What follows belongs to an exercise in optimizing a design on an open flow for small area and a short achievable clock period; a production flow would make more cautious choices.
The RTL was checked by simulation tests, not by an equivalence proof against the original design.

==> flow/design.v, too long to show whole: its modules and the start of the top module <==
// module config_capture: 50 lines
// module iir_first_order: 3065 lines
// module iir_sub24: 271 lines
// module iir_fa: 10 lines
// module iir_bsel: 9 lines
// module iir_bsel0: 7 lines
// module iir_bx: 7 lines
// module iir_bxn: 7 lines
// module iir_aoi21: 3 lines
// module iir_oai21: 3 lines
// module iir_nand2: 3 lines
// module iir_nor2: 3 lines
// module iir_inv: 3 lines
// module iir_xor2: 3 lines
// module iir_xnor2: 3 lines
// module iir_fa1: 9 lines
// module iir_ha: 9 lines
// module adc_path: 53 lines
// module dac_spi_serializer: 113 lines
// module servo_frontend: 37 lines
module servo_frontend (
	input  logic         clk1,
	input  logic         i_rst_n,
	input  logic [127:0] i_cfg,
	input  logic [32:0]  i_adc,
	input  logic [24:0]  i_dac,
	output logic [3:0]   o_afe,
	output logic [72:0]  o_filt,
	output logic [2:0]   o_spi,
	output logic         o_ldac_n,
	output logic         o_dac_credit
);
  // ...
==> flow/flow/run.sh <==
#!/bin/bash
# Standard layout, with a tighter setup target for ORFS's timing repair
# (repair_timing -setup_margin): the clock period and constraints are the standard flow's.
set -euo pipefail
export SETUP_SLACK_MARGIN=6.5
bash standard.sh finish > standard.log 2>&1
==> flow/standard.sh <==
#!/bin/bash
# synth_recipe.tcl (not shown) runs the flow's synth.tcl, then flattens the netlist and writes it again
# the make line also repeats each setting of config.mk as NAME=value (left out here)
make -C /OpenROAD-flow-scripts/flow DESIGN_CONFIG=/design/flow/config.mk WORK_HOME=/design/flow/orfs CLKGATE_MAP_FILE= SYNTH_SCRIPT=/design/flow/synth_recipe.tcl "${@:-finish}"
==> flow/config.mk <==
export PLATFORM = sky130hd
export DESIGN_NAME = servo_frontend
export DESIGN_NICKNAME = servo_frontend
export VERILOG_FILES = /design/flow/design.v
export SDC_FILE = /design/flow/constraint.sdc
export NUM_CORES = 4
export LEC_CHECK = 0
export ABC_AREA = 0
export CAP_MARGIN = 20
export CORE_MARGIN = 2
export CORE_UTILIZATION = 40
export SLEW_MARGIN = 20
export SYNTH_HIERARCHICAL = 1
export SYNTH_MINIMUM_KEEP_SIZE = 0
==> flow/constraint.sdc <==
create_clock -name core_clock -period 11.5 [get_ports {clk1}]
set_input_delay 2.3000 -clock core_clock [delete_from_list [all_inputs] [get_ports {clk1}]]
set_output_delay 2.3000 -clock core_clock [all_outputs]
set_load 0.01 [all_outputs]
==> flow_metrics.py, run 1 <==
metrics = {
    "outcome": {
        "status": "no timing/DRC/antenna violations",
    },
    "placed_design": {
        "placed_area_um2": 66400,
        "gp_congestion": 0.969,
        "place_inst": 7929,
        "port_buffers": 251,
    },
    "routing": {
        "drt_wl_total_mm": 217,
        "ant_nets": 0,
        "highest_layer": "met5",
    },
    "layout": {
        "multi_input_gates": 4640,
        "nNonClkBuffers": 683,
        "inv_count": 263,
        "largest_class": "multi-input gates",
    },
    "die": {
        "n_tap_cell": 2016,
        "rows": 142,
    },
    "worst_setup_path": {
        "crit_family": "adder cells",
        "critical_path.max_stage_delay_ns": 0.56,
        "r2r-end": "u_adc_path.g_chan[0].u_iir.y_prev[16]",
        "critPathMaxFanout": 4,
        "reg2reg_depth": 21,
    },
    "clocking": {
        "clock-sinks": 623,
        "clk_latency_ns": 0.70,
        "cts_hold_buffers": 0,
        "cts_buffer_depth": 3,
    },
    "synth": {
        "syn_avg_cell_area_um2": 10.8,
    },
    "hold_path": {
        "hp-start": "u_config_capture.gp_q[0][0]",
    },
    "sta": {
        "slew_violations": 0,
        "tightest_slew_ns": 1.16,
        "fmax_mhz": 187,
        "relSlewSlack": 0.223,
    },
    "global_routing": {
        "grt_busiest_layer": "met2",
        "grt_pass1_vias": 51052,
    },
}
==> run 2: changes to the inputs <==
--- a/flow/design.v
+++ b/flow/design.v
@@ -148,17 +148,16 @@
 		a1_none <= ~a1_one_d;
 		a1_ntwo <= ~a1_two_d;
 		for (int j = 0; j < 9; j++) begin
 			a1_neg[j] <= i_a1[2*j+1];
 		end
 	end
 	assign x_in_n  = ~i_x;
 	assign x_cur_n = ~x_cur;
-	assign y_n     = ~y_prev;
 	logic [24:0] ay_pp0, ay_pp0_sel;
 	logic [24:0] ay_pp1, ay_pp1_sel;
 	logic [24:0] ay_pp2, ay_pp2_sel;
 	logic [24:0] ay_pp3, ay_pp3_sel;
 	logic [24:0] ay_pp4, ay_pp4_sel;
 	logic [24:0] ay_pp5, ay_pp5_sel;
 	logic [24:0] ay_pp6, ay_pp6_sel;
 	logic [24:0] ay_pp7, ay_pp7_sel;
@@ -3134,21 +3133,23 @@
 		ff0_a <= ff0_da;
 		ff0_b <= ff0_db;
 		p1_a  <= p1_da;
 		p1_b  <= p1_db;
 	end
 	always_ff @(posedge clk1) begin
 		if (!i_rst_n) begin
 			y_prev <= '0;
+			y_n    <= '1;
 			v_s2   <= 1'b0;
 		end else begin
 			v_s2 <= v_s1;
 			if (v_s1) begin
 				y_prev <= y_new;
+				y_n    <= ~y_new;
 			end
 		end
 	end
 	assign o_valid = v_s2;
 	assign o_y     = y_prev;
 endmodule
 module iir_sub24 (
 	input  logic [23:0] a,
==> flow/flow/run.sh (replaced) <==
#!/bin/bash
# Standard layout (the standard.sh, standard synthesis unchanged), with
# - a tighter setup target for ORFS's timing repair (repair_timing
#   -setup_margin); the clock period and constraints stay the standard flow's,
# - every input and output port buffered with a buf_2 instead of the
#   larger cell buffer_ports picks by itself.
set -euo pipefail
export SETUP_SLACK_MARGIN=6.5
export BUFFER_PORTS_ARGS="-buffer_cell sky130_fd_sc_hd__buf_2"
bash standard.sh finish > standard.log 2>&1
==> flow/config.mk (replaced) <==
export PLATFORM = sky130hd
export DESIGN_NAME = servo_frontend
export DESIGN_NICKNAME = servo_frontend
export VERILOG_FILES = /design/flow/design.v
export SDC_FILE = /design/flow/constraint.sdc
export NUM_CORES = 4
export LEC_CHECK = 0
export ABC_AREA = 0
export CAP_MARGIN = 20
export CORE_MARGIN = 2
export CORE_UTILIZATION = 60
export PLACE_DENSITY = 0.7
export SLEW_MARGIN = 20
export SYNTH_HIERARCHICAL = 1
export SYNTH_MINIMUM_KEEP_SIZE = 0
==> run 2 against run 1 <==
  * Routed wire length increased by 2.3%
  * Non-clock buffer count down 56
  * Clock skew is 0.0022 ns higher
  * Clock-buffer cell count increased by 6
  * Synthesized area rose by 3.0%
  * Via count grew 5.0%
  * Critical endpoint is now u_adc_path.g_chan[0].u_iir.y_prev[18]
  * Largest cell class unchanged
  * Highest routed layer unchanged
==> flow_metrics.py, run 2 <==
metrics = {
    "hold_path": {
        "worst_hold_path.num_cells": 0,
        "min_to": "u_adc_path.ch1_q[1]",
        "hp-start": "u_adc_path.g_chan[1].u_iir.y_prev[1]",
        "worstHoldPathType": "flip-flop to flip-flop",
    },
    "layout": {
        "final_common_cell": "xor2_1",
        "final_cell_area_um2": 75900,
        "final_nets": 7686,
        "area_delta_synth_final_pct": 21.5,
        "reg_top3": "u_adc_path.g_chan.u_iir.ff0_a: 64 flops, u_adc_path.g_chan.u_iir.p1_a: 64 flops, u_adc_path.g_chan.u_iir.p1_b: 62 flops",
        "drive_gt1_frac": 0.254,
        "final_cell_mix": "xor2_1 (1025), o22ai_1 (894), fa_1 (884)",
        "utilization": 0.734,
    },
    "synth": {
        "syn_avg_cell_area_um2": 10.9,
        "synth_area_um2": 62500,
        "ys_warn_count": 18,
        "postSynthCellCount": 5711,
    },
    "clocking": {
        "cts-buffers-inserted": 77,
        "h-tree-depth": 3,
        "cts_hold_buffers": 0,
        "cts-root-buf": "clkbuf_16",
        "cts_tree": "built",
        "clk_transition_reported_paths_ns": 0.07,
        "cts_buffer_depth": 3,
        "clk_latency_ns": 0.69,
        "clock-sinks": 671,
    },
    "routing": {
        "via_per_inst": 6.73,
        "via_count": 52285,
        "ant_nets": 0,
        "drc_errors": 0,
        "first_pass_iters": 7,
        "first_iter_violations": 7556,
        "wl_per_cell_um": 28.6,
        "drt_wl_total_mm": 222,
    },
    "global_routing": {
        "grt_overflow": 0,
        "met1_usage": 0.540,
        "grt_busiest_layer": "met2",
        "grt_pass1_vias": 52682,
        "grt_max_degree": 159,
        "antenna_found_initial": 5,
        "grt_pass1_wl_mm": 325,
        "grt.met3_usage": 0.169,
        "track_usage": 0.399,
        "grt_use_met2": 0.576,
    },
    "worst_setup_path": {
        "critical_path.max_stage_delay_ns": 0.59,
        "reg2reg_from": "u_adc_path.g_chan[0].u_iir.a1_none[0]",
        "path_buf_inv": 0,
        "required_ns": 12.07,
        "critPathKind": "flip-flop to flip-flop",
        "worstSetupEndpointType": "flip-flop",
        "slowest_stage": "fa_2",
        "reg2reg_depth": 17,
        "worstPathArrival_ns": 6.00,
        "reg2reg_slack_ns": 6.07,
        "cp_cell_sequence": "o22ai_1, xor2_1, fa_1, fa_2, fa_2, fa_2, fa_1, ha_4, a21oi_4, o21ai_4, a21oi_4, o21ai_4, a21oi_2, o21ai_4, xor2_1, mux2_4, o21ba_1",
        "r2r-end": "u_adc_path.g_chan[0].u_iir.y_prev[18]",
        "crit_path_start_kind": "flip-flop",
        "critPathMaxFanout": 14,
        "crit_family": "adder cells",
    },
    "job": {
        "maxCapViolations": 0,
    },
    "sta": {
        "setup_viol": 0,
        "slew_violations": 0,
        "final.setup_skew_ns": 0.0427,
        "finalCritPeriodShare": 0.473,
        "relSlewSlack": 0.250,
        "rsz0062_at_grt": "true",
        "tightest_slew_ns": 1.13,
        "setup_tns_ns": 0,
        "hold_slack_ns": 0.371,
        "hold_viol": 0,
        "fmax_mhz": 184,
        "min_period_ns": 5.43,
    },
    "placed_design": {
        "gp_congestion": 0.982,
        "dp_hpwl_mm": 142,
        "port_buffers": 251,
        "placed_area_um2": 66100,
    },
    "die": {
        "rows": 118,
        "die_h_um": 327,
        "fp.dieW_um": 327,
        "core_area_um2": 103000,
        "dieArea_um2": 107000,
        "start_util": 0.605,
        "ios": 270,
    },
    "outcome": {
        "status": "no timing/DRC/antenna violations",
    },
}
run 2: repair_timing:
item	in CTS	in global routing
resized for setup	671	313
pin swaps	221	198
setup endpoints to repair	96	98
gates cloned	5	11
buffers inserted	177	47
run 2: stage by stage:
step	std cells	setup WS, ns
floorplan	5713	6.50
global placement	7385	5.29
detailed placement	7385	5.28
CTS	7710	6.31
global route	7768	6.05
finish	7772	6.07
run 2: layout make-up:
class	count	area, µm²
repair inverters	1	5.00
multi-input cells	4736	50800
diodes	4	10.0
well taps	1380	1730
clock inverters	48	697
fillers	7165	27500
clock buffers	95	2070
flip-flops and latches	671	14100
repair buffers	627	5650
inverters	210	796
run 2: routing by layer:
| metal | part of all wire | routed length [µm] |
|---|---|---|
| met3 | 0.16 | 35400 |
| met4 | 0.046 | 10100 |
| met1 | 0.38 | 84100 |
| met2 | 0.42 | 92600 |
| met5 | 0.00040 | 89 |
run 2: how the worst max path moves through the flow:
stage                                           from                               endpoint  slack, ns  depth (start not counted)
2_1_floorplan  u_adc_path.g_chan[0].u_iir.a1_ntwo[5]  u_adc_path.g_chan[0].u_iir.y_prev[23]       6.50                         17
3_3_place_gp      u_adc_path.g_chan[0].u_iir.y_n[11]  u_adc_path.g_chan[0].u_iir.y_prev[18]       5.29                         17
3_5_place_dp   u_adc_path.g_chan[0].u_iir.a1_ntwo[6]  u_adc_path.g_chan[0].u_iir.y_prev[17]       5.28                         17
4_1_cts        u_adc_path.g_chan[0].u_iir.a1_ntwo[4]  u_adc_path.g_chan[0].u_iir.y_prev[12]       6.31                         19
5_1_grt           u_adc_path.g_chan[1].u_iir.y_n[11]  u_adc_path.g_chan[1].u_iir.y_prev[23]       6.05                         18
6_report       u_adc_path.g_chan[0].u_iir.a1_none[0]  u_adc_path.g_chan[0].u_iir.y_prev[18]       6.07                         17
==> run 3: changes to the inputs <==
--- a/flow/config.mk
+++ b/flow/config.mk
@@ -8,8 +8,7 @@
 export ABC_AREA = 0
 export CAP_MARGIN = 20
 export CORE_MARGIN = 2
-export CORE_UTILIZATION = 60
-export PLACE_DENSITY = 0.7
+export CORE_UTILIZATION = 40
 export SLEW_MARGIN = 20
 export SYNTH_HIERARCHICAL = 1
 export SYNTH_MINIMUM_KEEP_SIZE = 0
==> run 3 against run 2 <==
  * Still clean
  * Routed wire length increased by 4.8%
  * First-iteration DRC count decreased by 23%
  * Design area increased by 1.8%
  * Utilization decreased by 24 points
  * Register-to-register slack improved by 0.06 ns
  * Final cell count increased by 9.3%
  * Setup slack improved by 0.058 ns
  * Fmax increased by 1.1%
  * Non-clock buffer count increased by 36
  * Synthesized cell count unchanged
  * Sequential share of layout area decreased by 0.34 points
==> flow_metrics.py, run 3 <==
metrics = {
    "outcome": {
        "status": "no timing/DRC/antenna violations",
    },
    "routing": {
        "wl_per_cell_um": 27.4,
        "drt_wl_total_mm": 233,
        "drc_errors": 0,
        "via_per_inst": 6.04,
        "first_iter_violations": 5849,
        "ant_nets": 0,
        "first_pass_iters": 9,
        "via_count": 51299,
    },
    "placed_design": {
        "port_buffers": 251,
        "dp_hpwl_mm": 152,
        "place_inst": 8065,
        "gp_congestion": 0.934,
    },
    "sta": {
        "finalCritPeriodShare": 0.467,
        "relSlewSlack": 0.203,
        "hold_viol": 0,
        "slew_violations": 0,
        "min_period_ns": 5.38,
        "final.setup_skew_ns": 0.0423,
        "tightest_slew_ns": 1.20,
        "setup_viol": 0,
        "fmax_mhz": 186,
        "setup_tns_ns": 0,
        "rsz0062_at_grt": "true",
    },
    "layout": {
        "final_common_cell": "xor2_1",
        "reg_top3": "u_adc_path.g_chan.u_iir.ff0_a: 64 flops, u_adc_path.g_chan.u_iir.p1_a: 64 flops, u_adc_path.g_chan.u_iir.p1_b: 62 flops",
        "area_delta_synth_final_pct": 23.6,
        "final_cell_mix": "xor2_1 (1022), o22ai_1 (903), fa_1 (880)",
        "final_nets": 7727,
        "drive_gt1_frac": 0.259,
        "fin_cells": 8497,
    },
    "clocking": {
        "clk_transition_reported_paths_ns": 0.06,
        "clock-sinks": 671,
        "cts_hold_buffers": 0,
        "cts_buffer_depth": 3,
        "cts_tree": "built",
        "h-tree-depth": 3,
        "clk_latency_ns": 0.71,
        "cts-buffers-inserted": 83,
        "cts-root-buf": "clkbuf_16",
    },
    "worst_setup_path": {
        "critPathMaxFanout": 8,
        "required_ns": 12.09,
        "reg2reg_depth": 19,
        "cp_cell_sequence": "buf_8, o22ai_2, xor2_1, fa_1, fa_1, fa_2, fa_2, fa_2, ha_4, nand2_4, nor2_4, buf_6, a21oi_4, o21ai_2, a21oi_2, o21ai_4, xor2_1, mux2_4, o21ba_1",
        "reg2reg_slack_ns": 6.12,
        "slowest_stage": "fa_2",
        "critical_path.max_stage_delay_ns": 0.59,
        "worstPathArrival_ns": 5.97,
        "worstSetupEndpointType": "flip-flop",
        "r2r-end": "u_adc_path.g_chan[0].u_iir.y_prev[20]",
        "cpMostUsedCell": "fa_2",
        "critPathKind": "flip-flop to flip-flop",
        "crit_path_start_kind": "flip-flop",
        "reg2reg_from": "u_adc_path.g_chan[0].u_iir.a1_none[3]",
    },
    "global_routing": {
        "track_usage": 0.281,
        "grt_max_degree": 84,
        "grt_pass1_wl_mm": 338,
        "antenna_found_initial": 9,
        "grt_pass1_vias": 52099,
        "grt_overflow": 0,
    },
    "synth": {
        "postSynthCellCount": 5711,
        "ys_warn_count": 18,
        "syn_avg_cell_area_um2": 10.9,
        "synth_area_um2": 62500,
    },
    "hold_path": {
        "worst_hold_path.num_cells": 0,
        "hp-start": "u_adc_path.g_chan[1].u_iir.y_prev[12]",
        "worstHoldPathType": "flip-flop to flip-flop",
        "min_to": "u_adc_path.ch1_q[12]",
    },
    "die": {
        "die_h_um": 399,
        "ios": 270,
        "rows": 145,
        "dieArea_um2": 159000,
        "start_util": 0.401,
        "core_area_um2": 156000,
        "fp.dieW_um": 399,
    },
    "job": {
        "maxCapViolations": 0,
    },
}
## run 3: worst max path at each step
stage | start | end | cells past startpoint
floorplan | u_adc_path.g_chan[0].u_iir.a1_ntwo[5] | u_adc_path.g_chan[0].u_iir.y_prev[23] | 17
global placement | u_adc_path.g_chan[1].u_iir.a1_none[6] | u_adc_path.g_chan[1].u_iir.y_prev[18] | 17
detailed placement | u_adc_path.g_chan[1].u_iir.y_n[15] | u_adc_path.g_chan[1].u_iir.y_prev[18] | 17
CTS | u_adc_path.g_chan[0].u_iir.a1_ntwo[5] | u_adc_path.g_chan[0].u_iir.y_prev[23] | 18
global route | u_adc_path.g_chan[0].u_iir.a1_none[3] | u_adc_path.g_chan[0].u_iir.y_prev[23] | 18
finish | u_adc_path.g_chan[0].u_iir.a1_none[3] | u_adc_path.g_chan[0].u_iir.y_prev[20] | 19
## run 3: final cells by class
cell class / count / area, µm²
Tap cell: 2058 / 2570
Clock inverter: 40 / 417
Sequential cell: 671 / 14100
Inverter: 210 / 796
Clock buffer: 113 / 2430
Antenna cell: 6 / 15.0
Multi-Input combinational cell: 4736 / 51000
Fill cell: 13723 / 78400
Timing Repair Buffer: 663 / 5950
## run 3: layer usage
layer / wire (µm) / up-vias / GRT usage
met3: 31300 / 707 / 0.110
met4: 10400 / 14 / 0.103
li1: - / 21498 / -
met1: 92600 / 25605 / 0.371
met2: 98600 / 3475 / 0.417
met5: 227 / - / 0
## run 3: timing repair
item / CTS / global route
resized for setup: 697 / 303
cloned: 7 / 4
pin swaps: 242 / 226
setup buffers: 208 / 54
endpoints found under the setup margin: 96 / 96
## run 3: per-stage QoR
stage / area, µm² / worst slack, ns / hold WS (ns) / util
2_1_floorplan: 62500 / 6.50 / 0.344 / -
3_3_place_gp: 66900 / 5.31 / 0.364 / 0.430
3_5_place_dp: 66900 / 5.32 / 0.362 / 0.430
4_1_cts: 75100 / 6.24 / 0.370 / 0.482
5_1_grt: 77200 / 6.05 / 0.386 / 0.496
6_report: 77200 / 6.12 / 0.371 / 0.496
## run 3: worst max-delay path, delay by kind of cell, from the launching register on
family	cells	cell delay [ns]
AOI/OAI and AO/OA	6	0.81
xor gates and xnor gates	2	0.40
adders and majority gates	6	2.78
buffers and inverters	2	0.32
DFF	1	0.50
muxes	1	0.29
and+or+nand+nor	2	0.16

==> what the ideal ports hide <==
Ports are ideal in the flow. The routed layouts listed here were re-timed in OpenROAD. Step 1 sets driving cells, clkbuf_16 on the clock port and buf_2 on the other inputs (assumed; they add their load-dependent delay and slew). Step 2 moves the port delays by t, midway between the first and last clock arrival at a register: inputs arrive t later, outputs are due t later. That takes back most of the time a late clock gives input paths. Three values: no drivers, after step 1, after step 2; two values: the first two.
| run | shift t [ns] | slack for setup (ns) | cell pins on the clock port's net |
|---|---|---|---|
| run 1 | 0.772 | 6.164 / 6.164 / 5.850 | 1 |
| run 2 | 0.748 | 6.066 / 6.066 / 5.868 | 1 |
| run 3 | 0.768 | 6.124 / 6.124 / 5.892 | 1 |
After both steps every run listed still meets setup and hold. For run 1, which loses most, drivers alone change the setup slack by 0.000 ns; drivers and shift together by -0.314 ns.
